What follows belongs to an exercise in optimizing a design on an open flow for a short achievable clock period and few clock cycles; a production flow would make more cautious choices. Where RTL was checked, it was by simulation tests only, not by an equivalence proof against the original. For runs 1 to 3, only the layout was checked, not whether the RTL still works. Power figures rest on the tool's default switching activity, not on a simulated workload.

### design/flow/design.v
module icache_dm #(
    parameter int NUM_SETS   = 16,
    parameter int LINE_WORDS = 4
) (
    input  logic        clk,
    input  logic        reset,
    input  logic        req_valid_i,
    output logic        req_ready_o,
    input  logic [31:0] req_addr_i,
    output logic        resp_valid_o,
    input  logic        resp_ready_i,
    output logic [31:0] resp_data_o,
    output logic [31:0] resp_addr_o,
    output logic        mem_req_valid_o,
    input  logic        mem_req_ready_i,
    output logic [31:0] mem_req_addr_o,
    input  logic        mem_resp_valid_i,
    input  logic [31:0] mem_resp_data_i,
    input  logic        flush_i
);
    localparam int OFF_W   = $clog2(LINE_WORDS);
    localparam int IDX_W   = $clog2(NUM_SETS);
    localparam int TAG_LSB = OFF_W + IDX_W + 2;
    localparam int TAG_W   = 32 - TAG_LSB;
    localparam int LA_W    = 32 - OFF_W - 2;       
    localparam int OUTS    = 16;                   
    localparam int QD      = OUTS;                 
    localparam int LD      = OUTS;                 
    localparam int ID_W    = $clog2(OUTS) + 2;     
    localparam int BN_W    = ID_W + OFF_W;         
    localparam int CNT_W   = $clog2(OUTS + 1);
    localparam int WORDS   = NUM_SETS * LINE_WORDS;
    logic [NUM_SETS-1:0]   valid_q;
    logic [TAG_W-1:0]      tag_q  [NUM_SETS];
    logic [31:0]           data_q [WORDS];         
    logic [NUM_SETS-1:0][LINE_WORDS-1:0] arr_q;   
    logic [ID_W-1:0]       pid_q  [NUM_SETS];      
    logic                  ref_act_q;
    logic [IDX_W-1:0]      ref_idx_q;
    logic [BN_W-1:0]       beat_no_q;              
    logic [BN_W-1:0]       beat_no1_q;             
    logic [WORDS-1:0]      wsel_q;                 
    logic [ID_W-1:0]       miss_seq_q;             
    wire            beat      = ref_act_q && mem_resp_valid_i;
    wire            last_beat = beat && (beat_no_q[OFF_W-1:0] == OFF_W'(LINE_WORDS - 1));
    wire [ID_W-1:0] ref_id    = beat_no_q[BN_W-1:OFF_W];
    wire [BN_W-1:0] beat_no1  = beat_no1_q;
    wire [BN_W-1:0] beat_no_d = beat ? beat_no1_q : beat_no_q;
    logic                  rdy_q;
    logic [CNT_W-1:0]      outs_q;                 
    logic                  a_v_q, a_f_q, a_hit_q;
    logic [31:0]           a_addr_q;
    logic [LINE_WORDS-1:0][31:0] a_line_q;         
    logic                  a_fw_q;                 
    logic [OFF_W-1:0]      a_fw_off_q;
    logic [31:0]           lb_data_q;              
    logic                  take;
    assign req_ready_o = rdy_q;
    wire acc = req_valid_i && rdy_q;
    wire [CNT_W-1:0] outs_d = outs_q + CNT_W'(acc) - CNT_W'(take);
    wire [IDX_W-1:0] r_idx = req_addr_i[TAG_LSB-1:OFF_W+2];
    wire [TAG_W-1:0] r_tag = req_addr_i[31:TAG_LSB];
    wire [OFF_W-1:0] l_off = a_addr_q[OFF_W+1:2];
    wire [IDX_W-1:0] l_idx = a_addr_q[TAG_LSB-1:OFF_W+2];
    wire [TAG_W-1:0] l_tag = a_addr_q[31:TAG_LSB];
    logic [NUM_SETS-1:0] a_hitv;
    logic [LINE_WORDS-1:0][31:0] a_line_d;
    always_comb begin
        for (int i = 0; i < NUM_SETS; i++) begin
            if (a_v_q && (l_idx == IDX_W'(i)))
                a_hitv[i] = (r_tag == l_tag);
            else
                a_hitv[i] = valid_q[i] && !a_f_q && (r_tag == tag_q[i]);
        end
        for (int w = 0; w < LINE_WORDS; w++)
            a_line_d[w] = data_q[{r_idx, OFF_W'(w)}];
    end
    always_ff @(posedge clk or posedge reset) begin
        if (reset) begin
            rdy_q  <= 1'b0;
            outs_q <= '0;
            a_v_q  <= 1'b0;
            a_f_q  <= 1'b0;
        end else begin
            outs_q <= outs_d;
            rdy_q  <= (outs_d < CNT_W'(OUTS));
            a_v_q  <= acc;
            a_f_q  <= flush_i;
        end
    end
    always_ff @(posedge clk) begin
        if (acc) begin
            a_addr_q   <= req_addr_i;
            a_hit_q    <= a_hitv[r_idx];
            a_line_q   <= a_line_d;
            a_fw_q     <= beat && (ref_idx_q == r_idx);
            a_fw_off_q <= beat_no_q[OFF_W-1:0];
        end
        if (beat) lb_data_q <= mem_resp_data_i;
    end
    wire l_hit  = a_hit_q && !a_f_q;
    wire l_miss = a_v_q && !l_hit;
    wire [ID_W-1:0] l_id  = l_hit ? pid_q[l_idx] : miss_seq_q;
    logic [NUM_SETS-1:0] pidm;
    always_comb begin
        for (int i = 0; i < NUM_SETS; i++) pidm[i] = (pid_q[i] == ref_id);
    end
    wire ref_cur = pidm[ref_idx_q];
    wire l_beat_wr = beat && (ref_idx_q == l_idx) && (beat_no_q[OFF_W-1:0] == l_off);
    logic            l1_v_q, l1_hit_q, l1_have_q;
    logic [BN_W-1:0] l1_bn_q;
    logic [31:0]     l1_addr_q, l1_data_q;
    always_ff @(posedge clk or posedge reset) begin
        if (reset) l1_v_q <= 1'b0;
        else       l1_v_q <= a_v_q;
    end
    always_ff @(posedge clk) begin
        if (a_v_q) begin
            l1_hit_q  <= l_hit;
            l1_have_q <= l_hit && (arr_q[l_idx][l_off] || (l_beat_wr && pidm[l_idx]));
            l1_bn_q   <= {l_id, l_off};
            l1_addr_q <= a_addr_q;
            if (l_beat_wr)
                l1_data_q <= mem_resp_data_i;
            else if (a_fw_q && (a_fw_off_q == l_off))
                l1_data_q <= lb_data_q;
            else
                l1_data_q <= a_line_q[l_off];
        end
    end
    wire        l2_e0   = (l1_bn_q == beat_no_q);
    wire        l2_e1   = (l1_bn_q == beat_no1);
    wire        l2_now  = beat && l1_hit_q && !l1_have_q && l2_e0;
    wire        l2_have = l1_have_q || l2_now;
    wire [31:0] l2_data = l2_now ? mem_resp_data_i : l1_data_q;
    wire        l2_mt   = beat ? l2_e1 : l2_e0;
    logic [QD-1:0]           s_v, s_have, s_mt;    
    logic [QD-1:0][BN_W-1:0] s_bn;
    logic [QD-1:0][31:0]     s_addr;
    logic [QD-1:0][31:0]     s_data;
    logic                    out_v;
    assign resp_valid_o = out_v;
    assign resp_data_o  = s_data[0];
    assign resp_addr_o  = s_addr[0];
    assign take         = out_v && resp_ready_i;
    logic [QD-1:0] cap, mt1;
    always_comb begin
        for (int k = 0; k < QD; k++) begin
            cap[k] = beat && s_mt[k] && !s_have[k];
            mt1[k] = (s_bn[k] == beat_no1);
        end
    end
    logic [QD-1:0]           n_v, n_have, n_mt;
    logic [QD-1:0][BN_W-1:0] n_bn;
    logic [QD-1:0][31:0]     n_addr;
    logic [QD-1:0][31:0]     n_data;
    logic [QD-1:0]           c_v, c_have, c_cap, c_mt, c_wr;
    logic [QD-1:0][BN_W-1:0] c_bn;
    logic [QD-1:0][31:0]     c_addr, c_data;
    always_comb begin
        for (int k = 0; k < QD; k++) begin
            if (k + 1 < QD) begin
                c_v[k]    = take ? s_v[k+1]    : s_v[k];
                c_have[k] = take ? s_have[k+1] : s_have[k];
                c_cap[k]  = take ? cap[k+1]    : cap[k];
                c_mt[k]   = take ? (beat ? mt1[k+1] : s_mt[k+1]) : (beat ? mt1[k] : s_mt[k]);
                c_bn[k]   = take ? s_bn[k+1]   : s_bn[k];
                c_addr[k] = take ? s_addr[k+1] : s_addr[k];
                c_data[k] = take ? (cap[k+1] ? mem_resp_data_i : s_data[k+1])
                                 : (cap[k]   ? mem_resp_data_i : s_data[k]);
            end else begin
                c_v[k]    = take ? 1'b0 : s_v[k];
                c_have[k] = s_have[k];
                c_cap[k]  = cap[k];
                c_mt[k]   = beat ? mt1[k] : s_mt[k];
                c_bn[k]   = s_bn[k];
                c_addr[k] = s_addr[k];
                c_data[k] = cap[k] ? mem_resp_data_i : s_data[k];
            end
            if (k == 0) c_wr[k] = l1_v_q && !c_v[k];
            else        c_wr[k] = l1_v_q && !c_v[k] && (take ? s_v[k] : s_v[k-1]);
            if (c_wr[k]) begin
                n_v[k]    = 1'b1;
                n_have[k] = l2_have;
                n_mt[k]   = l2_mt;
                n_bn[k]   = l1_bn_q;
                n_addr[k] = l1_addr_q;
                n_data[k] = l2_data;
            end else begin
                n_v[k]    = c_v[k];
                n_have[k] = c_have[k] || c_cap[k];
                n_mt[k]   = c_mt[k];
                n_bn[k]   = c_bn[k];
                n_addr[k] = c_addr[k];
                n_data[k] = c_data[k];
            end
        end
    end
    always_ff @(posedge clk or posedge reset) begin
        if (reset) begin
            s_v    <= '0;
            s_have <= '0;
            out_v  <= 1'b0;
        end else begin
            s_v    <= n_v;
            s_have <= n_have;
            out_v  <= n_v[0] && n_have[0];
        end
    end
    always_ff @(posedge clk) begin
        s_mt   <= n_mt;
        s_bn   <= n_bn;
        s_addr <= n_addr;
        s_data <= n_data;
    end
    logic [LD-1:0]            m_v, m_src_v, m_wr;
    logic [LD-1:0][LA_W-1:0]  m_a, m_src_a;
    assign mem_req_valid_o = m_v[0];
    assign mem_req_addr_o  = {m_a[0], {(OFF_W + 2){1'b0}}};
    wire m_acc = m_v[0] && mem_req_ready_i;
    always_comb begin
        for (int k = 0; k < LD; k++) begin
            if (k + 1 < LD) begin
                m_src_v[k] = m_acc ? m_v[k+1] : m_v[k];
                m_src_a[k] = m_acc ? m_a[k+1] : m_a[k];
            end else begin
                m_src_v[k] = m_acc ? 1'b0 : m_v[k];
                m_src_a[k] = m_a[k];
            end
            if (k == 0) m_wr[k] = !m_src_v[k];
            else        m_wr[k] = !m_src_v[k] && (m_acc ? m_v[k] : m_v[k-1]);
        end
    end
    always_ff @(posedge clk or posedge reset) begin
        if (reset) begin
            m_v <= '0;
        end else begin
            for (int k = 0; k < LD; k++)
                m_v[k] <= m_wr[k] ? l_miss : m_src_v[k];
        end
    end
    always_ff @(posedge clk) begin
        for (int k = 0; k < LD; k++)
            m_a[k] <= m_wr[k] ? a_addr_q[31:OFF_W+2] : m_src_a[k];
    end
    logic                 ref_act_d;
    logic [IDX_W-1:0]     ref_idx_d;
    always_comb begin
        ref_act_d = ref_act_q && !last_beat;
        ref_idx_d = ref_idx_q;
        if (m_acc) begin
            ref_act_d = 1'b1;
            ref_idx_d = m_a[0][IDX_W-1:0];
        end
    end
    always_ff @(posedge clk or posedge reset) begin
        if (reset) begin
            ref_act_q  <= 1'b0;
            ref_idx_q  <= '0;
            beat_no_q  <= '0;
            beat_no1_q <= BN_W'(1);
            wsel_q     <= '0;
            miss_seq_q <= '0;
            valid_q    <= '0;
            arr_q      <= '0;
        end else begin
            ref_act_q <= ref_act_d;
            ref_idx_q <= ref_idx_d;
            beat_no_q <= beat_no_d;
            if (beat) beat_no1_q <= beat_no1_q + BN_W'(1);
            for (int j = 0; j < WORDS; j++)
                wsel_q[j] <= ref_act_d && ({ref_idx_d, beat_no_d[OFF_W-1:0]} == (IDX_W + OFF_W)'(j));
            if (beat && ref_cur) arr_q[ref_idx_q][beat_no_q[OFF_W-1:0]] <= 1'b1;
            if (a_f_q) valid_q <= '0;
            if (l_miss) begin
                valid_q[l_idx] <= 1'b1;
                arr_q[l_idx]   <= '0;
                miss_seq_q     <= miss_seq_q + ID_W'(1);
            end
        end
    end
    always_ff @(posedge clk) begin
        if (a_v_q)  tag_q[l_idx] <= l_tag;    
        if (l_miss) pid_q[l_idx] <= miss_seq_q;
        for (int j = 0; j < WORDS; j++)
            if (mem_resp_valid_i && wsel_q[j]) data_q[j] <= mem_resp_data_i;
    end
endmodule
### design/flow/constraint.sdc
create_clock -name core_clock -period 5.0 [get_ports {clk}]
set_input_delay 1.0000 -clock core_clock [delete_from_list [all_inputs] [get_ports {clk}]]
set_output_delay 1.0000 -clock core_clock [all_outputs]
set_load 0.01 [all_outputs]
### design/flow/config.mk
export PLATFORM = sky130hd
export DESIGN_NAME = icache_dm
export DESIGN_NICKNAME = icache_dm
export VERILOG_FILES = /design/flow/design.v
export SDC_FILE = /design/flow/constraint.sdc
export NUM_CORES = 4
export LEC_CHECK = 0
export ABC_CLOCK_PERIOD_IN_PS = 2000
export CAP_MARGIN = 20
export CORE_MARGIN = 2
export CORE_UTILIZATION = 55
export SETUP_SLACK_MARGIN = 2.4
export SLEW_MARGIN = 20
### design/flow/run.sh
#!/bin/bash
# synth_recipe.tcl (not shown) runs the flow's synth.tcl, then flattens the netlist and writes it again
# the make line also repeats each setting of config.mk as NAME=value (left out here)
make -C /OpenROAD-flow-scripts/flow DESIGN_CONFIG=/design/flow/config.mk WORK_HOME=/design/flow/orfs CLKGATE_MAP_FILE= SYNTH_SCRIPT=/design/flow/synth_recipe.tcl finish
==> results.txt, run 1 <==
status=no timing/DRC/antenna violations; CTS tree=yes; # hold bufs at CTS=0; Post-Syn Area=185000 sq um; Detail Placement HPWL=351000 um; Critical Path RT=5730 ps; All-Layer GR Usage=0.347; routability cong.=0.894; CP Capture Type=register; Pre-Repair DR Iteration Count=14; Syn-to-layout area delta=15.4%; Num CTS Buffers=467; Iteration-0 DRC Markers=18900; height of the die=584 um; clk slew on worst S/H paths=70 ps; sequential fraction of the synthesis area=0.715; worst hold stages=3; initial antenna violation count=60; layout cells sized above 1=0.241; # nets final=12500; Top Ports=170; Fillers=24100; DR vias=117000; FP Rows=213; Synth cell types=77; f_max=0.348 GHz; core area=336000 sq um; Post-Route WL=607000 um; R2R Setup Slk=2130 ps; final instance area=214000 sq um; CTS Sinks=4609; Hold EP=beat_no1_q[0]; RSZ-0062 raised after global routing=yes; WL per Instance=35.2 um; maxcap violations=0; number of global-route vias before repair=112000; Post-synth EDFFs=3885; H-Tree Depth=5; PnR worst setup slack=2130 ps; worst-path fanout max=6; Setup Skew=52.2 ps; Crit-path slowest cell=o211ai_1; routed vias/inst=6.78; worst r2r path cells=12; clock latency on the worst-skew pair=1030 ps; yosys warns=2; initial core utilization=0.551; crit share post-route=0.575; worst-margin pin slew=1250 ps; Crit path top cell by count=buf_12; WP data arrival=3600 ps; drc violations=0; Final ANT Viol Nets=0; Fin. Hold Viols=0; ys flop type=edfxtp_1; largest net degree at the start of global routing=109; Leakage=72.6 nW; Syn Area/Cell=15.4 sq um; Crit. Startpoint=a_addr_q[4]; CTS max path bufs=4; Yosys reg bits=4609; die width=584 um; GRT overflow=0; CP Class=reg -> reg; post-place setup slack=616 ps; final setup violation count=0; worst hold start=mem_resp_valid_i; Syn Inst Count=12000; HP Class=in -> reg; Max transition margin=0.166; CP Cell Sequence=buf_4, inv_4, buf_12, ha_4, buf_12, nand2_1, o211ai_1, nor4_1, nand4_1, nand3_2, a21oi_1, o311ai_1; worst reg2reg path endpoint=a_hit_q; maximum vdd drop=0.381 mV; setup TNS=0 ps; Die ar.=341000 sq um; R2R Path Start=a_addr_q[4]; number of port buffers=165; Tmin final=2870 ps; Post-Place Cell Area=193000 sq um; global-route wire length before repair=846000 um; asr flop ratio synth=0.0497; Clock Tree Root=clkbuf_16; total power per unit cell area=567 nW/um^2; critical path's largest stage delay=510 ps; Slew Viols, Final=0; CP Launch Type=register
state kept, by name, summed over array words and instances (netlist names), 6 cells and up:
name        flops
a_addr_q       32
a_line_q      128
arr_q          64
beat_no1_q      8
beat_no_q       8
data_q       2048
l1_addr_q      32
l1_bn_q         6
l1_data_q      32
lb_data_q      32
m_a           448
m_v            16
miss_seq_q      6
pid_q          96
s_addr        512
s_bn           96
s_data        512
s_have         16
s_mt           16
s_v            16
tag_q         384
valid_q        16
wsel_q         64
critical path: cells and delay by family, from the launching register on:
kind	cells	cell delay [ps]
AND/OR/NAND/NOR	4	690
flip-flops	1	410
buffers and inverters	4	540
AO/OA/AOI/OAI	3	820
adder cells (fa/ha/maj)	1	150
per-stage QoR:
step / std cells / util / total power [mW] / hold WS (ps)
6_report: 17200 / 0.636 / 121 / 458
5_1_grt: 17200 / 0.636 / 125 / 433
4_1_cts: 17100 / 0.630 / 119 / 391
3_5_place_dp: 16000 / 0.576 / 83.2 / 468
3_3_place_gp: 16000 / 0.576 / 82.3 / 457
2_1_floorplan: 12000 / - / 72.7 / 400
worst max path at each step:
stage                                 to  slack [ps]  cells past startpoint
after floorplan                    a_v_q         750                      1
after global placement        wsel_q[20]         620                      7
after detailed placement      wsel_q[20]         620                      7
after CTS                 resp_addr_o[4]        2190                      1
after global routing           arr_q[15]        2100                     12
final                            a_hit_q        2130                     12
routing by layer:
layer | vias up | global-route usage | part of all wire
met4 | 36 | 0.137 | 0.046
met1 | 60000 | 0.478 | 0.38
met3 | 1279 | 0.0784 | 0.12
met2 | 7231 | 0.539 | 0.46
met5 | - | 0 | 0.00042
li1 | 48200 | - | -
cell type report:
cell class,count,area (sq um),share of cell area
antenna,30,75.1,0.000351
sequential,4609,132000,0.620
timing repair inverter,4,22.5,0.000105
clock buffer,628,12800,0.0597
inverter,79,402,0.00188
multi-input combinational,6316,51100,0.239
timing repair buffer,917,9230,0.0432
tap,4407,5510,0.0258
clock inverter,238,2160,0.0101
cells in the mapped netlist, drive strengths merged, types with 265 or more instances:
master,instances,area share
xnor2,453,0.021
edfxtp,3885,0.63
a21oi,664,0.018
dfxtp,495,0.054
clkbuf,722,0.015
a222oi,363,0.020
a22oi,660,0.027
buf,320,0.0094
mux2,975,0.059
nand2,332,0.0067
nor2,666,0.014
nand4,265,0.0090
report_power, final:
group	internal, mW	switching (mW)
combinational	12.7	18.0
sequential	51.8	4.10
clock	19.6	14.9
layout by cell type (no fill, tap or decap), drive strengths merged, types with 23 or more instances in the layout:
| cell type | n |
|---|---|
| edfxtp | 3885 |
| mux2 | 981 |
| buf | 872 |
| nor2 | 667 |
| a21oi | 664 |
| a22oi | 660 |
| clkbuf | 635 |
| dfxtp | 495 |
| xnor2 | 453 |
| a222oi | 363 |
| nand2 | 339 |
| nand4 | 265 |
| dfrtp | 228 |
| xor2 | 225 |
| o22a | 222 |
| o21ai | 209 |
| clkinv | 186 |
| nand3 | 167 |
| mux2i | 152 |
| a22o | 122 |
| a221oi | 119 |
| o211ai | 101 |
| mux4 | 87 |
| and2 | 84 |
| nor3 | 84 |
| inv | 74 |
| nor4 | 74 |
| bufinv | 35 |
| a32o | 34 |
| diode | 30 |
| nor3b | 27 |
| clkinvlp | 26 |
| nor2b | 23 |
| ha | 23 |
cells by family after synthesis:
| family | Yosys count | share of synthesized area |
|---|---|---|
| AOI/OAI and AO/OA | 2583 | 0.102 |
| xor gates and xnor gates | 678 | 0.0321 |
| muxes | 1214 | 0.0782 |
| and+or+nand+nor | 1798 | 0.0462 |
| DFF | 4609 | 0.715 |
| adders and majority gates | 24 | 0.00166 |
| other | 1 | 0.0000203 |
| buffers and inverters | 1121 | 0.0257 |
what timing repair did:
item	in CTS	in global routing
pin swaps	72	60
cloned	22	12
setup endpoints to repair	2890	1195
buffers inserted	173	87
hold endpoints to repair	0	0
gates resized for setup	778	229
==> run 2: changes to the inputs <==
--- a/design/flow/design.v
+++ b/design/flow/design.v
@@ -27,3 +27,3 @@
     localparam int QD      = OUTS;                 
-    localparam int LD      = OUTS;                 
+    localparam int LD      = (OUTS < 16) ? OUTS : 16;  
     localparam int ID_W    = $clog2(OUTS) + 2;     
@@ -43,2 +43,4 @@
     logic [ID_W-1:0]       miss_seq_q;             
+    logic           ref_act_d;                     
+    logic [IDX_W-1:0] ref_idx_d;
     wire            beat      = ref_act_q && mem_resp_valid_i;
@@ -53,2 +55,4 @@
     logic [LINE_WORDS-1:0][31:0] a_line_q;         
+    logic [NUM_SETS-1:0]   a_dec_q;                
+    logic                  a_rs_q;                 
     logic                  a_fw_q;                 
@@ -69,3 +73,3 @@
         for (int i = 0; i < NUM_SETS; i++) begin
-            if (a_v_q && (l_idx == IDX_W'(i)))
+            if (a_v_q && a_dec_q[i])
                 a_hitv[i] = (r_tag == l_tag);
@@ -85,3 +89,3 @@
             outs_q <= outs_d;
-            rdy_q  <= (outs_d < CNT_W'(OUTS));
+            rdy_q  <= (outs_d < CNT_W'(OUTS)) && !(acc ? m_v_d[LD-2] : m_v_d[LD-1]);
             a_v_q  <= acc;
@@ -96,2 +100,4 @@
             a_fw_q     <= beat && (ref_idx_q == r_idx);
+            a_rs_q     <= (ref_idx_d == r_idx);
+            for (int i = 0; i < NUM_SETS; i++) a_dec_q[i] <= (r_idx == IDX_W'(i));
             a_fw_off_q <= beat_no_q[OFF_W-1:0];
@@ -103,8 +109,4 @@
     wire [ID_W-1:0] l_id  = l_hit ? pid_q[l_idx] : miss_seq_q;
-    logic [NUM_SETS-1:0] pidm;
-    always_comb begin
-        for (int i = 0; i < NUM_SETS; i++) pidm[i] = (pid_q[i] == ref_id);
-    end
-    wire ref_cur = pidm[ref_idx_q];
-    wire l_beat_wr = beat && (ref_idx_q == l_idx) && (beat_no_q[OFF_W-1:0] == l_off);
+    logic ref_cur_q;
+    wire l_beat_wr = beat && a_rs_q && (beat_no_q[OFF_W-1:0] == l_off);
     logic            l1_v_q, l1_hit_q, l1_have_q;
@@ -119,3 +121,3 @@
             l1_hit_q  <= l_hit;
-            l1_have_q <= l_hit && (arr_q[l_idx][l_off] || (l_beat_wr && pidm[l_idx]));
+            l1_have_q <= l_hit && (arr_q[l_idx][l_off] || (l_beat_wr && ref_cur_q));
             l1_bn_q   <= {l_id, l_off};
@@ -215,3 +217,3 @@
     end
-    logic [LD-1:0]            m_v, m_src_v, m_wr;
+    logic [LD-1:0]            m_v, m_v_d, m_src_v, m_wr;
     logic [LD-1:0][LA_W-1:0]  m_a, m_src_a;
@@ -231,2 +233,3 @@
             else        m_wr[k] = !m_src_v[k] && (m_acc ? m_v[k] : m_v[k-1]);
+            m_v_d[k] = m_wr[k] ? l_miss : m_src_v[k];
         end
@@ -237,4 +240,3 @@
         end else begin
-            for (int k = 0; k < LD; k++)
-                m_v[k] <= m_wr[k] ? l_miss : m_src_v[k];
+            m_v <= m_v_d;
         end
@@ -245,4 +247,2 @@
     end
-    logic                 ref_act_d;
-    logic [IDX_W-1:0]     ref_idx_d;
     always_comb begin
@@ -258,2 +258,3 @@
             ref_act_q  <= 1'b0;
+            ref_cur_q  <= 1'b0;
             ref_idx_q  <= '0;
@@ -267,2 +268,7 @@
             ref_act_q <= ref_act_d;
+            if (m_acc)
+                ref_cur_q <= (pid_q[m_a[0][IDX_W-1:0]] == beat_no_d[BN_W-1:OFF_W]) &&
+                             !(l_miss && (l_idx == m_a[0][IDX_W-1:0]));
+            else if (l_miss && (l_idx == ref_idx_q))
+                ref_cur_q <= 1'b0;
             ref_idx_q <= ref_idx_d;
@@ -272,7 +278,11 @@
                 wsel_q[j] <= ref_act_d && ({ref_idx_d, beat_no_d[OFF_W-1:0]} == (IDX_W + OFF_W)'(j));
-            if (beat && ref_cur) arr_q[ref_idx_q][beat_no_q[OFF_W-1:0]] <= 1'b1;
+            if (beat && ref_cur_q) arr_q[ref_idx_q][beat_no_q[OFF_W-1:0]] <= 1'b1;
             if (a_f_q) valid_q <= '0;
+            for (int i = 0; i < NUM_SETS; i++) begin
+                if (l_miss && a_dec_q[i]) begin
+                    valid_q[i] <= 1'b1;
+                    arr_q[i]   <= '0;
+                end
+            end
             if (l_miss) begin
-                valid_q[l_idx] <= 1'b1;
-                arr_q[l_idx]   <= '0;
                 miss_seq_q     <= miss_seq_q + ID_W'(1);
@@ -282,4 +292,6 @@
     always_ff @(posedge clk) begin
-        if (a_v_q)  tag_q[l_idx] <= l_tag;    
-        if (l_miss) pid_q[l_idx] <= miss_seq_q;
+        for (int i = 0; i < NUM_SETS; i++) begin
+            if (a_v_q && a_dec_q[i])  tag_q[i] <= l_tag;    
+            if (l_miss && a_dec_q[i]) pid_q[i] <= miss_seq_q;
+        end
         for (int j = 0; j < WORDS; j++)
--- a/design/flow/config.mk
+++ b/design/flow/config.mk
@@ -10,3 +10,3 @@
 export CORE_MARGIN = 2
-export CORE_UTILIZATION = 55
+export CORE_UTILIZATION = 45
 export SETUP_SLACK_MARGIN = 2.4
==> results.txt, run 2 <==
status=no timing/DRC/antenna violations (unchanged); Critical Path RT=5750 ps (was 5730 ps); GRT overflow=0 (unchanged); Slew Viols, Final=0 (unchanged); WL per Instance=31.4 um (was 35.2 um); Largest regs=data_q x2048, s_addr x512, s_data x512 (unchanged); CTS max path bufs=4 (unchanged); area share of the leading cell type in the synthesized netlist=0.635 (was 0.630); crit share post-route=0.561 (was 0.575); Reg with most FFs=data_q (unchanged); number of port buffers=165 (unchanged); routed vias/inst=6.31 (was 6.78); HP Class=in -> reg (unchanged); Int Power=83.5 mW (was 84.1 mW); Top Family by Delay on Critical Path=multiplexers (was compound AO/OA/AOI/OAI gates); Syn Area/Cell=15.4 sq um (about the same); Iteration-0 DRC Markers=19100 (was 18900); WP data arrival=3560 ps (was 3600 ps); Syn-to-layout area delta=15.4% (about the same); sequential fraction of the synthesis area=0.720 (was 0.715); CP Cell Sequence=buf_12, buf_16, mux4_2, mux4_2, mux4_2, a21oi_2, nor2_1 (was buf_4, inv_4, buf_12, ha_4, buf_12, nand2_1, o211ai_1, nor4_1, nand4_1, nand3_2, a21oi_1, o311ai_1); Final ANT Viol Nets=0 (unchanged); drc violations=0 (unchanged); Syn Inst Count=12000 (about the same); most numerous cell in the Yosys netlist=edfxtp_1 (unchanged); asr flop ratio synth=0.0497 (about the same); Top Ports=170 (unchanged); worst hold start=mem_resp_data_i[19] (was mem_resp_valid_i); Logic pwr share=0.234 (was 0.254); Leakage=72.3 nW (was 72.6 nW); CTS Sinks=4627 (was 4609); worst-margin pin slew=1190 ps (was 1250 ps); Fillers=32800 (was 24100); Fin. Hold Viols=0 (unchanged); Crit-path slowest cell=mux4_2 (was o211ai_1); Clock Tree Root=clkbuf_16 (unchanged); worst-path fanout max=7 (was 6); # hold bufs at CTS=0 (unchanged); Yosys reg bits=4627 (was 4609); synth top area cells=edfxtp_1, mux2_2, dfxtp_1 (unchanged); number of global-route vias before repair=110000 (was 112000); most frequent cells in the layout=edfxtp_1, mux2_2, a22oi_1 (unchanged); CP Capture Type=register (unchanged); Die ar.=415000 sq um (was 341000 sq um); FP Rows=235 (was 213); final instance area=213000 sq um (was 214000 sq um); worst r2r path cells=7 (was 12); Levels on crit path=7 (was 12); Hold EP=lb_data_q[19] (was beat_no1_q[0]); DR vias=114000 (was 117000); layout cells sized above 1=0.233 (was 0.241); ys flop type=edfxtp_1 (unchanged); Detail Placement HPWL=325000 um (was 351000 um); Reg power frac=0.475 (was 0.461); clk slew on worst S/H paths=70 ps (about the same); Num CTS Buffers=465 (was 467); post-synth top area cell=edfxtp_1 (unchanged); global-route wire length before repair=803000 um (was 846000 um); Max transition margin=0.207 (was 0.166); Clock Power Share=0.291 (was 0.285); maximum vdd drop=0.393 mV (was 0.381 mV); final setup violation count=0 (unchanged); core area=409000 sq um (was 336000 sq um); CP Class=reg -> reg (unchanged); # nets final=12400 (was 12500); Post-Syn Area=185000 sq um (about the same); CP Launch Type=register (unchanged); Switching Fraction=0.300 (was 0.306); RSZ-0062 raised after global routing=yes (unchanged); largest net degree at the start of global routing=108 (was 109); Pre-Repair DR Iteration Count=15 (was 14); R2R Path Start=a_addr_q[2] (was a_addr_q[4]); maxcap violations=0 (unchanged); Hold Slack=404 ps (was 458 ps); worst reg2reg path endpoint=l1_have_q (was a_hit_q); Post-Route WL=570000 um (was 607000 um); setup TNS=0 ps (unchanged); worst hold stages=1 (was 3); Post-Place Cell Area=194000 sq um (was 193000 sq um); max reg flops=2048 (unchanged); initial antenna violation count=56 (was 60); All-Layer GR Usage=0.264 (was 0.347); total power per unit cell area=560 nW/um^2 (was 567 nW/um^2); Synth cell types=77 (unchanged); commonest cells in the netlist=edfxtp_1, mux2_2, clkbuf_1 (unchanged); initial core utilization=0.451 (was 0.551); yosys warns=4 (was 2); Setup Skew=86.6 ps (was 52.2 ps); clock latency on the worst-skew pair=1020 ps (was 1030 ps); height of the die=644 um (was 584 um); routability cong.=0.870 (was 0.894); H-Tree Depth=5 (unchanged); f_max=0.357 GHz (was 0.348 GHz); die width=644 um (was 584 um); most common cell after layout, fill and taps aside=edfxtp_1 (unchanged); critical path's largest stage delay=550 ps (was 510 ps); CTS tree=yes (unchanged); Crit path top cell by count=mux4_2 (was buf_12); Psw=35.8 mW (was 37.0 mW); R2R Setup Slk=2200 ps (was 2130 ps); critical path buffer and inverter count=2 (was 4); Tmin final=2800 ps (was 2870 ps); Post-synth EDFFs=3902 (was 3885)
==> run 2: cell count changes after synthesis, moves of 33 or more <==
cell / before / now
a22oi_1: 660 / 702
nand2_1: 332 / 285
a21oi_1: 663 / 712
xnor2_1: 453 / 367
a32o_1: 34 / 1
mux2_2: 972 / 1011
clkbuf_1: 722 / 783
==> run 2: power groups by stage <==
stage	combinational (mW)	clock, mW	sequential, mW
finish	28.0	34.7	56.7
global route	30.0	36.5	57.4
CTS	26.9	35.0	56.5
detailed placement	25.7	0	57.4
global placement	25.1	0	57.1
floorplan	18.2	0	55.4
==> run 2: worst register-to-register path, cell delays in order, from the launching register on <==
cell	delay, ps
edfxtp_1	380
buf_12	170
buf_16	180
mux4_2	620
mux4_2	500
mux4_2	510
a21oi_2	120
nor2_1	50
==> run 2: how the worst max path moves through the flow <==
stage,from,to
3_3_place_gp,req_addr_i[11],a_hit_q
6_report,a_addr_q[2],l1_have_q
2_1_floorplan,req_valid_i,rdy_q
3_5_place_dp,req_addr_i[5],a_line_q[61]
5_1_grt,a_addr_q[2],l1_have_q
4_1_cts,rdy_q,req_ready_o
==> run 2: area by class of cell <==
class,count,area (sq um),share of cell area
diodes,21,52.6,0.000247
repair buffers,809,7930,0.0372
clock inverters,265,2490,0.0117
repair inverters,11,55.1,0.000259
clock buffers,597,12500,0.0589
inverters,98,472,0.00221
flip-flops and latches,4627,133000,0.624
multi-input cells,6268,49800,0.234
well taps,5451,6820,0.0320
==> run 2: metal layers <==
metal | GRT usage | part of all wire | up-vias
li1 | - | - | 48000
met1 | 0.373 | 0.40 | 58500
met2 | 0.412 | 0.45 | 6955
met3 | 0.0551 | 0.12 | 985
met4 | 0.0745 | 0.031 | 24
met5 | 0 | 0.00037 | -
==> run 2: logic make-up after synthesis <==
logic type      share of synthesized area
compound gates                      0.105
mux                                0.0779
fa+ha+maj                         0.00126
flops                               0.720
other cells                     0.0000203
simple gates                       0.0432
xor+xnor                           0.0280
buf+inv                            0.0250
==> run 2: through the flow <==
step	total power [mW]	std cells	utilization	setup slack, ps
after floorplan	73.6	12000	-	721
after global placement	82.2	17100	0.475	584
after detailed placement	83.1	17100	0.475	687
after CTS	118	18000	0.516	2180
after global routing	124	18100	0.521	2160
final	119	18100	0.521	2200
==> run 2: what timing repair did <==
| item | CTS | global route |
|---|---|---|
| endpoints found under the hold margin | 0 | 0 |
| resized for setup | 611 | 221 |
| setup endpoints to repair | 2464 | 1090 |
| pin swaps | 27 | 64 |
| gates cloned | 22 | 35 |
| buffers inserted | 95 | 55 |
==> run 3: changes to the inputs <==
--- a/design/flow/design.v
+++ b/design/flow/design.v
@@ -36,2 +36,3 @@
     logic [NUM_SETS-1:0][LINE_WORDS-1:0] arr_q;   
+    logic [NUM_SETS-1:0][LINE_WORDS-1:0] arr_d;
     logic [ID_W-1:0]       pid_q  [NUM_SETS];      
@@ -50,3 +51,3 @@
     wire [BN_W-1:0] beat_no_d = beat ? beat_no1_q : beat_no_q;
-    logic                  rdy_q;
+    logic                  rdy_q, rdy_n_q;         
     logic [CNT_W-1:0]      outs_q;                 
@@ -57,2 +58,3 @@
     logic                  a_rs_q;                 
+    logic [LINE_WORDS-1:0] a_arr_q;                
     logic                  a_fw_q;                 
@@ -62,4 +64,5 @@
     assign req_ready_o = rdy_q;
-    wire acc = req_valid_i && rdy_q;
+    wire acc = req_valid_i && !rdy_n_q;
     wire [CNT_W-1:0] outs_d = outs_q + CNT_W'(acc) - CNT_W'(take);
+    logic            rdy_d;
     wire [IDX_W-1:0] r_idx = req_addr_i[TAG_LSB-1:OFF_W+2];
@@ -71,9 +74,7 @@
     logic [LINE_WORDS-1:0][31:0] a_line_d;
+    wire a_same = a_v_q && (l_idx == r_idx);       
+    wire a_hitl = (r_tag == l_tag);
     always_comb begin
-        for (int i = 0; i < NUM_SETS; i++) begin
-            if (a_v_q && a_dec_q[i])
-                a_hitv[i] = (r_tag == l_tag);
-            else
-                a_hitv[i] = valid_q[i] && !a_f_q && (r_tag == tag_q[i]);
-        end
+        for (int i = 0; i < NUM_SETS; i++)
+            a_hitv[i] = valid_q[i] && (r_tag == tag_q[i]);
         for (int w = 0; w < LINE_WORDS; w++)
@@ -84,2 +85,3 @@
             rdy_q  <= 1'b0;
+            rdy_n_q <= 1'b1;
             outs_q <= '0;
@@ -89,3 +91,4 @@
             outs_q <= outs_d;
-            rdy_q  <= (outs_d < CNT_W'(OUTS)) && !(acc ? m_v_d[LD-2] : m_v_d[LD-1]);
+            rdy_q  <= rdy_d;
+            rdy_n_q <= !rdy_d;
             a_v_q  <= acc;
@@ -97,3 +100,3 @@
             a_addr_q   <= req_addr_i;
-            a_hit_q    <= a_hitv[r_idx];
+            a_hit_q    <= a_same ? a_hitl : (a_hitv[r_idx] && !a_f_q);
             a_line_q   <= a_line_d;
@@ -101,2 +104,7 @@
             a_rs_q     <= (ref_idx_d == r_idx);
+            for (int w = 0; w < LINE_WORDS; w++)
+                a_arr_q[w] <= !(l_miss && (l_idx == r_idx)) &&
+                              (arr_q[r_idx][w] ||
+                               (beat && ref_cur_q && (ref_idx_q == r_idx) &&
+                                (beat_no_q[OFF_W-1:0] == OFF_W'(w))));
             for (int i = 0; i < NUM_SETS; i++) a_dec_q[i] <= (r_idx == IDX_W'(i));
@@ -121,3 +129,3 @@
             l1_hit_q  <= l_hit;
-            l1_have_q <= l_hit && (arr_q[l_idx][l_off] || (l_beat_wr && ref_cur_q));
+            l1_have_q <= l_hit && (a_arr_q[l_off] || (l_beat_wr && ref_cur_q));
             l1_bn_q   <= {l_id, l_off};
@@ -140,9 +148,11 @@
     logic [QD-1:0][BN_W-1:0] s_bn;
-    logic [QD-1:0][31:0]     s_addr;
-    logic [QD-1:0][31:0]     s_data;
-    logic                    out_v;
+    logic [QD-1:0][31:0]     s_addr_r, s_data_r;   
+    logic                    out_v, out_n_q;       
+    logic [31:0]             resp_addr_q, resp_data_q;
+    wire [QD-1:0][31:0] s_addr = {s_addr_r[QD-1:1], ~s_addr_r[0]};
+    wire [QD-1:0][31:0] s_data = {s_data_r[QD-1:1], ~s_data_r[0]};
     assign resp_valid_o = out_v;
-    assign resp_data_o  = s_data[0];
-    assign resp_addr_o  = s_addr[0];
-    assign take         = out_v && resp_ready_i;
+    assign resp_data_o  = resp_data_q;
+    assign resp_addr_o  = resp_addr_q;
+    assign take         = !out_n_q && resp_ready_i;
     logic [QD-1:0] cap, mt1;
@@ -205,2 +215,3 @@
             out_v  <= 1'b0;
+            out_n_q <= 1'b1;
         end else begin
@@ -209,2 +220,3 @@
             out_v  <= n_v[0] && n_have[0];
+            out_n_q <= !(n_v[0] && n_have[0]);
         end
@@ -214,9 +226,15 @@
         s_bn   <= n_bn;
-        s_addr <= n_addr;
-        s_data <= n_data;
-    end
-    logic [LD-1:0]            m_v, m_v_d, m_src_v, m_wr;
-    logic [LD-1:0][LA_W-1:0]  m_a, m_src_a;
-    assign mem_req_valid_o = m_v[0];
-    assign mem_req_addr_o  = {m_a[0], {(OFF_W + 2){1'b0}}};
+        s_addr_r    <= {n_addr[QD-1:1], ~n_addr[0]};
+        s_data_r    <= {n_data[QD-1:1], ~n_data[0]};
+        resp_addr_q <= n_addr[0];
+        resp_data_q <= n_data[0];
+    end
+    logic [LD-1:0]            m_v_r, m_v_d, m_src_v, m_wr;    
+    logic [LD-1:0][LA_W-1:0]  m_a_r, m_a_d, m_src_a;
+    logic                     mreq_v_q;
+    logic [LA_W-1:0]          mreq_a_q;
+    wire [LD-1:0]           m_v = {m_v_r[LD-1:1], ~m_v_r[0]};
+    wire [LD-1:0][LA_W-1:0] m_a = {m_a_r[LD-1:1], ~m_a_r[0]};
+    assign mem_req_valid_o = mreq_v_q;
+    assign mem_req_addr_o  = {mreq_a_q, {(OFF_W + 2){1'b0}}};
     wire m_acc = m_v[0] && mem_req_ready_i;
@@ -234,2 +252,3 @@
             m_v_d[k] = m_wr[k] ? l_miss : m_src_v[k];
+            m_a_d[k] = m_wr[k] ? a_addr_q[31:OFF_W+2] : m_src_a[k];
         end
@@ -238,5 +257,7 @@
         if (reset) begin
-            m_v <= '0;
+            m_v_r    <= LD'(1);
+            mreq_v_q <= 1'b0;
         end else begin
-            m_v <= m_v_d;
+            m_v_r    <= {m_v_d[LD-1:1], ~m_v_d[0]};
+            mreq_v_q <= m_v_d[0];
         end
@@ -244,6 +265,21 @@
     always_ff @(posedge clk) begin
-        for (int k = 0; k < LD; k++)
-            m_a[k] <= m_wr[k] ? a_addr_q[31:OFF_W+2] : m_src_a[k];
+        m_a_r    <= {m_a_d[LD-1:1], ~m_a_d[0]};
+        mreq_a_q <= m_a_d[0];
     end
     always_comb begin
+        for (int i = 0; i < NUM_SETS; i++)
+            for (int w = 0; w < LINE_WORDS; w++)
+                arr_d[i][w] = !(l_miss && a_dec_q[i]) &&
+                              (arr_q[i][w] || (beat && ref_cur_q && wsel_q[i * LINE_WORDS + w]));
+    end
+    generate
+        if (LD < OUTS) begin : g_lq_room
+            wire lq_over1 = m_v[LD-2] || (l_miss && m_v[LD-3]);    
+            wire lq_over0 = m_v[LD-1] || (l_miss && m_v[LD-2]);    
+            assign rdy_d = (outs_d < CNT_W'(OUTS)) && !(acc ? lq_over1 : lq_over0);
+        end else begin : g_no_lq_room
+            assign rdy_d = (outs_d < CNT_W'(OUTS));
+        end
+    endgenerate
+    always_comb begin
         ref_act_d = ref_act_q && !last_beat;
@@ -278,9 +314,6 @@
                 wsel_q[j] <= ref_act_d && ({ref_idx_d, beat_no_d[OFF_W-1:0]} == (IDX_W + OFF_W)'(j));
-            if (beat && ref_cur_q) arr_q[ref_idx_q][beat_no_q[OFF_W-1:0]] <= 1'b1;
+            arr_q <= arr_d;
             if (a_f_q) valid_q <= '0;
             for (int i = 0; i < NUM_SETS; i++) begin
-                if (l_miss && a_dec_q[i]) begin
-                    valid_q[i] <= 1'b1;
-                    arr_q[i]   <= '0;
-                end
+                if (l_miss && a_dec_q[i]) valid_q[i] <= 1'b1;
             end
==> results.txt, run 3 <==
Syn Inst Count=12300 (was 12000); asr flop ratio synth=0.0493 (was 0.0497); Die ar.=420000 sq um (was 415000 sq um); # nets final=12700 (was 12400); Max transition margin=0.185 (was 0.207); area of the multi-input gates=49900 sq um (was 49800 sq um); most frequent cells in the layout=edfxtp_1, mux2_2, a22oi_1 (unchanged); CP Capture Type=register (unchanged); Fin. Hold Viols=0 (unchanged); initial core utilization=0.452 (was 0.451); WL per Instance=32.4 um (was 31.4 um); Synth cell types=86 (was 77); CP Class=in -> reg (was reg -> reg); Slew Viols, Final=0 (unchanged); Pre-Repair DR Iteration Count=14 (was 15); Logic pwr share=0.236 (was 0.234); synth top area cells=edfxtp_1, dfxtp_1, mux2_2 (was edfxtp_1, mux2_2, dfxtp_1); CTS tree=yes (unchanged); Overall Power=123 mW (was 119 mW); CTS Sinks=4728 (was 4627); HP Class=in -> async (was in -> reg); final setup violation count=0 (unchanged); Reg power frac=0.471 (was 0.475); area share of the leading cell type in the synthesized netlist=0.614 (was 0.635); global-route wire length before repair=842000 um (was 803000 um); Syn Area/Cell=15.2 sq um (was 15.4 sq um); Crit. Startpoint=req_addr_i[22] (was a_addr_q[2]); die width=648 um (was 644 um); All-Layer GR Usage=0.277 (was 0.264); f_max=0.350 GHz (was 0.357 GHz); yosys warns=4 (unchanged); number of port buffers=165 (unchanged); Tmin final=2860 ps (was 2800 ps); DR vias=117000 (was 114000); CP Launch Type=primary input (was register); Post-Route WL=599000 um (was 570000 um); height of the die=648 um (was 644 um); Clock Tree Root=clkbuf_16 (unchanged); number of global-route vias before repair=115000 (was 110000); Yosys reg bits=4728 (was 4627); status=no timing/DRC/antenna violations (unchanged); FP Rows=236 (was 235); Detail Placement HPWL=339000 um (was 325000 um); maxcap violations=0 (unchanged); worst reg2reg path endpoint=a_hit_q (was l1_have_q); worst r2r path cells=5 (was 7); Num CTS Buffers=477 (was 465); largest net degree at the start of global routing=142 (was 108); Largest regs=data_q x2048, s_addr_r x512, s_data_r x512 (was data_q x2048, s_addr x512, s_data x512); RSZ-0062 raised after global routing=yes (unchanged); R2R Path Start=a_addr_q[28] (was a_addr_q[2]); total power per unit cell area=573 nW/um^2 (was 560 nW/um^2); max reg flops=2048 (unchanged); Reg with most FFs=data_q (unchanged); GRT overflow=0 (unchanged); Post-synth EDFFs=3816 (was 3902); Setup Skew=90.7 ps (was 86.6 ps); sequential fraction of the synthesis area=0.719 (was 0.720); most common cell after layout, fill and taps aside=edfxtp_1 (unchanged); clk slew on worst S/H paths=60 ps (was 70 ps); WP data arrival=3650 ps (was 3560 ps); routed vias/inst=6.33 (was 6.31); CTS max path bufs=4 (unchanged); H-Tree Depth=5 (unchanged); Int Power=86.1 mW (was 83.5 mW); Clock Power Share=0.293 (was 0.291); Fillers=33600 (was 32800); clock latency on the worst-skew pair=1010 ps (was 1020 ps); Iteration-0 DRC Markers=17100 (was 19100); Switching Fraction=0.300 (about the same); core area=413000 sq um (was 409000 sq um); Post-Syn Area=187000 sq um (was 185000 sq um); setup TNS=0 ps (unchanged); ys flop type=edfxtp_1 (unchanged); Psw=37.0 mW (was 35.8 mW); worst-path fanout max=10 (was 7); R2R Setup Slk=2240 ps (was 2200 ps); routability cong.=0.852 (was 0.870); Top Ports=170 (unchanged); most numerous cell in the Yosys netlist=edfxtp_1 (unchanged); initial antenna violation count=38 (was 56); Critical Path RT=5790 ps (was 5750 ps); layout cells sized above 1=0.215 (was 0.233); Syn-to-layout area delta=15.1% (was 15.4%); maximum vdd drop=0.484 mV (was 0.393 mV); commonest cells in the netlist=edfxtp_1, mux2_2, clkbuf_1 (unchanged); Critical Path End=a_hit_q (was l1_have_q); drc violations=0 (unchanged); worst-margin pin slew=1210 ps (was 1190 ps); post-synth top area cell=edfxtp_1 (unchanged); Leakage=73.3 nW (was 72.3 nW); crit share post-route=0.571 (was 0.561); Final ANT Viol Nets=0 (unchanged); register area=134000 sq um (was 133000 sq um)
==> run 3: cell count changes after synthesis, sizes merged, moves of 86 or more <==
cell and change:
a21oi -118, a222oi -96, dfxtp +184, edfxtp -86, nand2 +136, nor2 -114, o211ai +92, o21ai +201
o22a +93
==> run 3: what timing repair did <==
action	CTS	global route
resized for setup	539	138
buffers inserted	59	42
pin swaps	15	23
gates cloned	20	12
hold buffers	0	0
setup endpoints to repair	2292	1530
==> run 3: routing by layer <==
| layer | track usage | vias up | share of wire |
|---|---|---|---|
| met1 | 0.368 | 59800 | 0.38 |
| met5 | 0.00197 | - | 0.00033 |
| met3 | 0.0589 | 1340 | 0.11 |
| li1 | - | 48900 | - |
| met2 | 0.446 | 6870 | 0.46 |
| met4 | 0.109 | 14 | 0.045 |
==> run 3: worst min path at each step <==
stage / endpoint / slack, ps / cells after the start
finish: a_f_q / 330 / 2
global route: a_f_q / 280 / 2
CTS: a_f_q / 260 / 2
detailed placement: l1_addr_q[1] / 420 / 0
global placement: l1_addr_q[0] / 420 / 0
floorplan: l1_addr_q[0] / 400 / 0
==> run 3: power by group through the flow <==
stage / sequential (mW) / clock (mW) / combinational (mW)
after floorplan: 56.8 / 0 / 18.5
after global placement: 58.5 / 0 / 26.7
after detailed placement: 58.8 / 0 / 27.4
after CTS: 57.9 / 36.4 / 28.3
after global routing: 58.7 / 37.9 / 31.2
final: 58.0 / 36.1 / 29.1
==> run 3: cell families after synthesis <==
family          Yosys count  synth area share
flops                  4728             0.719
compound gates         2966             0.113
simple gates           1750            0.0447
mux                    1139            0.0716
buf+inv                1124            0.0238
xor+xnor                593            0.0278
fa+ha+maj                 8          0.000577
other cells               1         0.0000201
==> run 3: worst max-delay path: stages <==
cell	delay (ps)
clkdlybuf4s15_2	450
buf_4	320
xnor2_1	360
nand4_1	130
nor3_1	380
a22oi_1	220
mux2i_2	330
o22ai_1	150
o32ai_1	290
==> run 3: metrics by stage <==
step | instances | hold slack, ps | setup slack [ps] | utilization | instance area, sq um
floorplan | 12300 | 400 | 793 | - | 187000
global placement | 17400 | 417 | 278 | 0.476 | 196000
detailed placement | 17400 | 418 | 248 | 0.476 | 196000
CTS | 18400 | 256 | 2100 | 0.517 | 214000
global route | 18500 | 282 | 2190 | 0.520 | 215000
finish | 18500 | 326 | 2140 | 0.520 | 215000
==> run 3: area by class of cell <==
type	instances	area share
Clock buffer	642	0.0611
Timing Repair inverter	2	0.0000641
Clock inverter	243	0.0118
Timing Repair Buffer	782	0.0360
Inverter	112	0.00219
Multi-Input combinational cell	6475	0.232
Antenna cell	16	0.000186
Sequential cell	4728	0.624
Tap cell	5474	0.0319
==> run 4: changes to the inputs <==
--- a/design/flow/design.v
+++ b/design/flow/design.v
@@ -25,3 +25,3 @@
     localparam int LA_W    = 32 - OFF_W - 2;       
-    localparam int OUTS    = 16;                   
+    localparam int OUTS    = 32;                   
     localparam int QD      = OUTS;                 
@@ -42,2 +42,3 @@
     logic [BN_W-1:0]       beat_no1_q;             
+    logic [BN_W-1:0]       beat_no2_q;
     logic [WORDS-1:0]      wsel_q;                 
@@ -119,3 +120,3 @@
     wire l_beat_wr = beat && a_rs_q && (beat_no_q[OFF_W-1:0] == l_off);
-    logic            l1_v_q, l1_hit_q, l1_have_q;
+    logic            l1_v_q, l1_hit_q, l1_have_q, l1_e0_q, l1_e1_q;
     logic [BN_W-1:0] l1_bn_q;
@@ -131,2 +132,4 @@
             l1_bn_q   <= {l_id, l_off};
+            l1_e0_q   <= beat ? ({l_id, l_off} == beat_no1_q) : ({l_id, l_off} == beat_no_q);
+            l1_e1_q   <= beat ? ({l_id, l_off} == beat_no2_q) : ({l_id, l_off} == beat_no1_q);
             l1_addr_q <= a_addr_q;
@@ -140,8 +143,6 @@
     end
-    wire        l2_e0   = (l1_bn_q == beat_no_q);
-    wire        l2_e1   = (l1_bn_q == beat_no1);
-    wire        l2_now  = beat && l1_hit_q && !l1_have_q && l2_e0;
+    wire        l2_now  = beat && l1_hit_q && !l1_have_q && l1_e0_q;
     wire        l2_have = l1_have_q || l2_now;
     wire [31:0] l2_data = l2_now ? mem_resp_data_i : l1_data_q;
-    wire        l2_mt   = beat ? l2_e1 : l2_e0;
+    wire        l2_mt   = beat ? l1_e1_q : l1_e0_q;
     logic [QD-1:0]           s_v, s_have, s_mt;    
@@ -298,2 +299,3 @@
             beat_no1_q <= BN_W'(1);
+            beat_no2_q <= BN_W'(2);
             wsel_q     <= '0;
@@ -311,3 +313,6 @@
             beat_no_q <= beat_no_d;
-            if (beat) beat_no1_q <= beat_no1_q + BN_W'(1);
+            if (beat) begin
+                beat_no1_q <= beat_no2_q;
+                beat_no2_q <= beat_no2_q + BN_W'(1);
+            end
             for (int j = 0; j < WORDS; j++)
==> results.txt, run 4 <==
final core occ=0.528 (was 0.520); CP Capture Type=register (unchanged); CP Class=reg -> reg (was in -> reg); setup TNS=0 ps (unchanged); Leakage=101 nW (was 73.3 nW); max layer used=met5 (unchanged); worst hold stages=1; layout cells sized above 1=0.237 (was 0.215); Post-Place Cell Area=257000 sq um (was 196000 sq um); Largest regs=data_q x2048, s_addr_r x1024, s_data_r x1024 (was data_q x2048, s_addr_r x512, s_data_r x512); core area=541000 sq um (was 413000 sq um); R2R Path Start=a_addr_q[6] (was a_addr_q[28]); area of the multi-input gates=75000 sq um (was 49900 sq um); commonest cells in the netlist=edfxtp_1, mux2_2, clkbuf_1 (unchanged); Num CTS Buffers=623 (was 477); worst reg2reg path endpoint=l1_e0_q (was a_hit_q); Post-synth EDFFs=4475 (was 3816); clock latency on the worst-skew pair=1130 ps (was 1010 ps); Final ANT Viol Nets=0 (unchanged); H-Tree Depth=6 (was 5); WL per Instance=33.4 um (was 32.4 um); Crit-path slowest cell=or4_4 (was clkdlybuf4s15_2); All-Layer GR Usage=0.291 (was 0.277); CTS max path bufs=4 (unchanged); Die ar.=549000 sq um (was 420000 sq um); CP Cell Sequence=buf_6, buf_12, or3b_4, o22ai_1, or4_4, o21bai_4, o22ai_1, or4_4, o22ai_2 (was clkdlybuf4s15_2, buf_4, xnor2_1, nand4_1, nor3_1, a22oi_1, mux2i_2, o22ai_1, o32ai_1); Syn Inst Count=17500 (was 12300); sequential fraction of the synthesis area=0.678 (was 0.719); number of global-route vias before repair=155000 (was 115000); Fin. Hold Viols=0 (unchanged); critical path's largest stage delay=590 ps (was 450 ps); worst hold start=mem_resp_data_i[15]; Detail Placement HPWL=489000 um (was 339000 um); DR vias=164000 (was 117000); Critical Path RT=5960 ps (was 5790 ps); GRT overflow=0 (unchanged); ys flop type=edfxtp_1 (unchanged); synth top area cells=edfxtp_1, dfxtp_1, mux2_2 (unchanged); Top Ports=170 (unchanged); detailed-routed wire length on met3=83000 um (was 63700 um); Reg with most FFs=data_q (unchanged); most numerous cell in the Yosys netlist=edfxtp_1 (unchanged); Syn Area/Cell=13.9 sq um (was 15.2 sq um); drc violations=0 (unchanged); Slew Viols, Final=0 (unchanged); Setup Skew=76.0 ps (was 90.7 ps); worst-path fanout max=11 (was 10); critical path buffer and inverter count=2 (unchanged); final setup violation count=0 (unchanged); final instance area=285000 sq um (was 215000 sq um); max reg flops=2048 (unchanged); R2R Setup Slk=2170 ps (was 2240 ps); Yosys reg bits=5960 (was 4728); CTS Sinks=5960 (was 4728); clk slew on worst S/H paths=60 ps (about the same); Synth cell types=89 (was 86); worst-margin pin slew=1170 ps (was 1210 ps); Tmin final=2830 ps (was 2860 ps); HP Class=in -> reg (was in -> async); initial antenna violation count=58 (was 38); initial core utilization=0.452 (about the same); register area=166000 sq um (was 134000 sq um); placed cells=24100 (was 17400); worst r2r path cells=9 (was 5); maximum vdd drop=0.375 mV (was 0.484 mV); area share of the leading cell type in the synthesized netlist=0.550 (was 0.614); most frequent cells in the layout=edfxtp_1, mux2_2, dfxtp_1 (was edfxtp_1, mux2_2, a22oi_1); Pre-Repair DR Iteration Count=17 (was 14); met2 wire length=401000 um (was 279000 um); status=no timing/DRC/antenna violations (unchanged); maxcap violations=0 (unchanged); RSZ-0062 raised after global routing=yes (unchanged); routed vias/inst=6.39 (was 6.33); FP Rows=270 (was 236); asr flop ratio synth=0.0466 (was 0.0493); crit share post-route=0.566 (was 0.571); yosys warns=4 (unchanged); number of port buffers=165 (unchanged); CTS tree=yes (unchanged); Top Family by Delay on Critical Path=simple AND/OR/NAND/NOR gates (was buffers and inverters); f_max=0.354 GHz (was 0.350 GHz); global-route wire length before repair=1160000 um (was 842000 um); CP Launch Type=register (was primary input); die width=741 um (was 648 um); Post-Syn Area=244000 sq um (was 187000 sq um); WP data arrival=3790 ps (was 3650 ps); Iteration-0 DRC Markers=25200 (was 17100); Overall Power=167 mW (was 123 mW); largest net degree at the start of global routing=127 (was 142); most common cell after layout, fill and taps aside=edfxtp_1 (unchanged); routability cong.=0.877 (was 0.852); # nets final=17900 (was 12700); Hold EP=lb_data_q[15]; post-layout instance count excluding filler cells=25600 (was 18500); total power per unit cell area=586 nW/um^2 (was 573 nW/um^2); Max transition margin=0.219 (was 0.185); post-synth top area cell=edfxtp_1 (unchanged); Clock Tree Root=clkbuf_16 (unchanged); height of the die=741 um (was 648 um); WL met1=325000 um (was 230000 um); Post-Route WL=855000 um (was 599000 um); Syn-to-layout area delta=16.8% (was 15.1%); Fillers=44400 (was 33600)
-- run 4: timing repair --
item,4_1_cts,5_1_grt
setup buffers,161,113
resized for setup,789,402
pin swaps,52,83
setup endpoints to repair,4470,2508
gates cloned,42,64
hold buffers,0,0
-- run 4: layout make-up --
| type | count | share of cell area |
|---|---|---|
| flip-flops and latches | 5960 | 0.581 |
| repair buffers | 1294 | 0.0511 |
| multi-input cells | 9810 | 0.263 |
| clock inverters | 292 | 0.00918 |
| inverters | 174 | 0.00258 |
| well taps | 7208 | 0.0316 |
| diodes | 26 | 0.000228 |
| repair inverters | 4 | 0.000232 |
| clock buffers | 849 | 0.0612 |
-- run 4: through the flow --
stage,hold WS (ps),worst slack [ps]
2_1_floorplan,400,325
3_3_place_gp,405,321
3_5_place_dp,406,399
4_1_cts,278,2120
5_1_grt,328,2100
6_report,347,2170
-- run 4: worst max-delay path by stage --
stage	start	end	slack (ps)	depth (start not counted)
after CTS	a_addr_q[5]	l1_e0_q	2120	9
after floorplan	reset	a_f_q	320	1
after detailed placement	resp_ready_i	rdy_q	400	13
after global placement	resp_ready_i	rdy_q	320	13
final	a_addr_q[6]	l1_e0_q	2170	9
after global routing	a_addr_q[7]	l1_e1_q	2100	10
-- run 4: metal layers --
metal | vias to the layer above | GRT usage
li1 | 68400 | -
met1 | 83700 | 0.383
met2 | 9564 | 0.477
met3 | 1913 | 0.0482
met4 | 8 | 0.130
met5 | - | 0
-- run 4: cells by family (layout without fill, tap and decap cells) --
kind of cell	after synthesis	after routing	share of synthesized area
flops	5960	5960	0.678
compound gates	4026	4029	0.116
simple gates	2970	2993	0.0562
mux	2019	2019	0.0938
buf+inv	1791	2613	0.0284
xor+xnor	756	756	0.0271
fa+ha+maj	9	9	0.000492
other cells	1	30	0.0000154
-- run 4: report_power, final --
part	switching, mW	total, mW	leakage, nW	internal (mW)
combinational	26.6	45.4	36.8	18.8
sequential	7.31	75.7	54.9	68.4
clock	20.0	46.0	9.83	26.1
total	53.9	167	101	113
-- run 4: worst reg2reg max path: cells and delay by family (launching register included) --
| kind | cells | cell delay [ps] |
|---|---|---|
| compound gates | 4 | 540 |
| buf+inv | 2 | 310 |
| flops | 1 | 420 |
| simple gates | 3 | 1410 |
Testbench counts of run 4, summed over its fixed seeds: cycles 34,079.
==> run 5: changes to the inputs <==
--- a/design/flow/design.v
+++ b/design/flow/design.v
@@ -117,3 +117,4 @@
     wire l_miss = a_v_q && !l_hit;
-    wire [ID_W-1:0] l_id  = l_hit ? pid_q[l_idx] : miss_seq_q;
+    wire [ID_W-1:0] l_pid = pid_q[l_idx];
+    wire [ID_W-1:0] l_id  = l_hit ? l_pid : miss_seq_q;
     logic ref_cur_q;
@@ -132,4 +133,6 @@
             l1_bn_q   <= {l_id, l_off};
-            l1_e0_q   <= beat ? ({l_id, l_off} == beat_no1_q) : ({l_id, l_off} == beat_no_q);
-            l1_e1_q   <= beat ? ({l_id, l_off} == beat_no2_q) : ({l_id, l_off} == beat_no1_q);
+            l1_e0_q   <= l_hit ? (beat ? ({l_pid, l_off} == beat_no1_q) : ({l_pid, l_off} == beat_no_q))
+                               : (beat ? ({miss_seq_q, l_off} == beat_no1_q) : ({miss_seq_q, l_off} == beat_no_q));
+            l1_e1_q   <= l_hit ? (beat ? ({l_pid, l_off} == beat_no2_q) : ({l_pid, l_off} == beat_no1_q))
+                               : (beat ? ({miss_seq_q, l_off} == beat_no2_q) : ({miss_seq_q, l_off} == beat_no1_q));
             l1_addr_q <= a_addr_q;
==> results.txt, run 5 <==
commonest cells in the netlist=edfxtp_1, mux2_2, dfxtp_1 (was edfxtp_1, mux2_2, clkbuf_1); Syn-to-layout area delta=15.2% (was 16.8%); final setup violation count=0 (unchanged); total power per unit cell area=580 nW/um^2 (was 586 nW/um^2); Yosys reg bits=5960 (unchanged); largest net degree at the start of global routing=141 (was 127); placed cells=24000 (was 24100); Fin. Hold Viols=0 (unchanged); status=no timing/DRC/antenna violations (unchanged); CP Class=reg -> reg (unchanged); CTS Sinks=5960 (unchanged); GRT overflow=0 (unchanged); worst-path fanout max=7 (was 11); DR vias=161000 (was 164000); worst-margin pin slew=1160 ps (was 1170 ps); WL per Instance=31.6 um (was 33.4 um); Syn Inst Count=17500 (about the same); routability cong.=0.888 (was 0.877); Detail Placement HPWL=484000 um (was 489000 um); R2R Path Start=a_addr_q[4] (was a_addr_q[6]); R2R Setup Slk=2120 ps (was 2170 ps); routed vias/inst=6.32 (was 6.39); yosys warns=4 (unchanged); Num CTS Buffers=631 (was 623); HP Class=in -> async (was in -> reg); Post-Syn Area=244000 sq um (about the same); Synth cell types=81 (was 89); core area=541000 sq um (unchanged); CTS tree=yes (unchanged); most frequent cells in the layout=edfxtp_1, mux2_2, dfxtp_1 (unchanged); post-place setup slack=814 ps (was 399 ps); number of global-route vias before repair=155000 (about the same); initial antenna violation count=62 (was 58); Post-synth EDFFs=4475 (unchanged); most numerous cell in the Yosys netlist=edfxtp_1 (unchanged); Post-Place Cell Area=257000 sq um (about the same); sequential fraction of the synthesis area=0.678 (about the same); die width=741 um (about the same); CP Launch Type=register (unchanged); area share of the leading cell type in the synthesized netlist=0.550 (about the same); worst reg2reg path endpoint=l1_e0_q (unchanged); area of the multi-input gates=74100 sq um (was 75000 sq um); FP Rows=270 (unchanged); maxcap violations=0 (unchanged); CP Capture Type=register (unchanged); Tmin final=2880 ps (was 2830 ps); worst r2r path cells=10 (was 9); clk slew on worst S/H paths=70 ps (was 60 ps); Slew Viols, Final=0 (unchanged); max reg flops=2048 (unchanged); most common cell after layout, fill and taps aside=edfxtp_1 (unchanged); Syn Area/Cell=13.9 sq um (about the same); CTS max path bufs=4 (unchanged); ys flop type=edfxtp_1 (unchanged); PnR worst setup slack=2120 ps (was 2170 ps); Fillers=45000 (was 44400); Critical Path RT=5990 ps (was 5960 ps); Pre-Repair DR Iteration Count=14 (was 17); Hold Slack=294 ps (was 347 ps); number of port buffers=165 (unchanged); WP data arrival=3860 ps (was 3790 ps); setup TNS=0 ps (unchanged); RSZ-0062 raised after global routing=yes (unchanged); final instance area=281000 sq um (was 285000 sq um); Reg with most FFs=data_q (unchanged); asr flop ratio synth=0.0466 (unchanged); Post-Route WL=804000 um (was 855000 um); post-layout instance count excluding filler cells=25500 (was 25600); Setup Skew=91.6 ps (was 76.0 ps); layout cells sized above 1=0.223 (was 0.237); maximum vdd drop=0.447 mV (was 0.375 mV); register area=166000 sq um (about the same); height of the die=741 um (about the same); Largest regs=data_q x2048, s_addr_r x1024, s_data_r x1024 (unchanged); global-route wire length before repair=1140000 um (was 1160000 um); Max transition margin=0.229 (was 0.219); Final ANT Viol Nets=0 (unchanged); synth top area cells=edfxtp_1, dfxtp_1, mux2_2 (unchanged); Top Ports=170 (unchanged); Clock Tree Root=clkbuf_16 (unchanged); Iteration-0 DRC Markers=23300 (was 25200); Leakage=99.5 nW (was 101 nW); H-Tree Depth=6 (unchanged); Die ar.=548000 sq um (was 549000 sq um); initial core utilization=0.452 (about the same); post-synth top area cell=edfxtp_1 (unchanged); clock latency on the worst-skew pair=1140 ps (was 1130 ps); drc violations=0 (unchanged); # hold bufs at CTS=0 (unchanged); # nets final=17800 (was 17900); crit share post-route=0.575 (was 0.566); f_max=0.348 GHz (was 0.354 GHz); All-Layer GR Usage=0.282 (was 0.291)
run 5: where the power goes:
part	total [mW]	switching, mW	internal, mW
clock network	45.7	19.8	25.9
registers	74.7	6.43	68.3
logic	42.7	25.1	17.6
run 5: timing repair:
action	4_1_cts	5_1_grt
cloned	25	13
buffers inserted	141	75
pin swaps	38	46
resized for setup	694	143
setup endpoints to repair	3637	1681
run 5: per-layer routing:
metal  up-vias  GRT usage  share of wire
li1      68100          -              -
met1     81800      0.371           0.38
met2      9180      0.448           0.46
met3      1967     0.0635           0.11
met4        32      0.127          0.052
met5         -          0        0.00029
run 5: kinds of logic after synthesis:
group           count (synthesis)  share of synthesized area
fa+ha+maj                       9                   0.000492
compound gates               4059                      0.117
mux                          1960                     0.0913
flops                        5960                      0.678
simple gates                 2981                     0.0560
buf+inv                      1791                     0.0293
xor+xnor                      788                     0.0283
other cells                     1                  0.0000154
run 5: layout make-up:
cell class,instances,share of cell area
well taps,7208,0.0321
flip-flops and latches,5960,0.589
inverters,162,0.00237
diodes,34,0.000302
clock buffers,871,0.0621
clock inverters,265,0.00862
repair buffers,1152,0.0424
multi-input cells,9812,0.263
repair inverters,3,0.000120
run 5: how the worst max path moves through the flow:
stage                       end          from  slack (ps)
detailed placement  s_data_r[1]  resp_ready_i         810
global route            l1_e0_q   a_addr_q[4]        2080
global placement    s_data_r[2]  resp_ready_i         840
floorplan                 a_f_q         reset         320
finish                  l1_e0_q   a_addr_q[4]        2120
CTS                     l1_e1_q   a_addr_q[4]        2210
run 5: worst max-delay path: stages, from the launching register on:
cell	delay (ps)
edfxtp_1	520
buf_12	210
buf_4	170
and3_1	170
a211oi_2	350
a211oi_2	110
o32ai_4	370
xor2_1	220
o211ai_1	110
nor4_1	330
a221o_1	180
run 5: stage by stage:
stage,util,total power [mW]
2_1_floorplan,-,100
6_report,0.521,163
5_1_grt,0.520,170
4_1_cts,0.517,162
3_5_place_dp,0.475,115
3_3_place_gp,0.475,114
Testbench counts of run 5, summed over its fixed seeds: cycles 34,079.

[static timing again, ports no longer ideal]
Ports are ideal in the flow. The routed layouts listed here were re-timed in OpenROAD. Step 1 assumes that a clkbuf_16 drives the clock port and a buf_2 every other input. Step 2 times the ports against the registers' clock, not the clock port: input delays grow and output delays shrink by t, the midpoint of the rising clock arrivals with the driver on. Three values: no drivers, after step 1, after step 2; two values: the first two.
run | t, ns | setup WS [ns] | worst setup path after step 2 | worst data-port slew with drivers (ns)
run 1 | 1.117 | 2.127 / 2.127 / 1.174 | input to register | 0.34
run 2 | 1.121 | 2.196 / 2.138 / 1.079 | input to register | 0.18
run 3 | 1.097 | 2.143 / 2.232 / 1.134 | input to register | 0.20
run 4 | 1.222 | 2.171 / 2.163 / 1.092 | input to register | 0.30
run 5 | 1.232 | 2.125 / 2.125 / 1.035 | input to register | 0.32
After both steps every run listed still meets setup and hold. For run 2, which loses most, drivers alone change the setup slack by -0.058 ns; drivers and shift together by -1.117 ns.
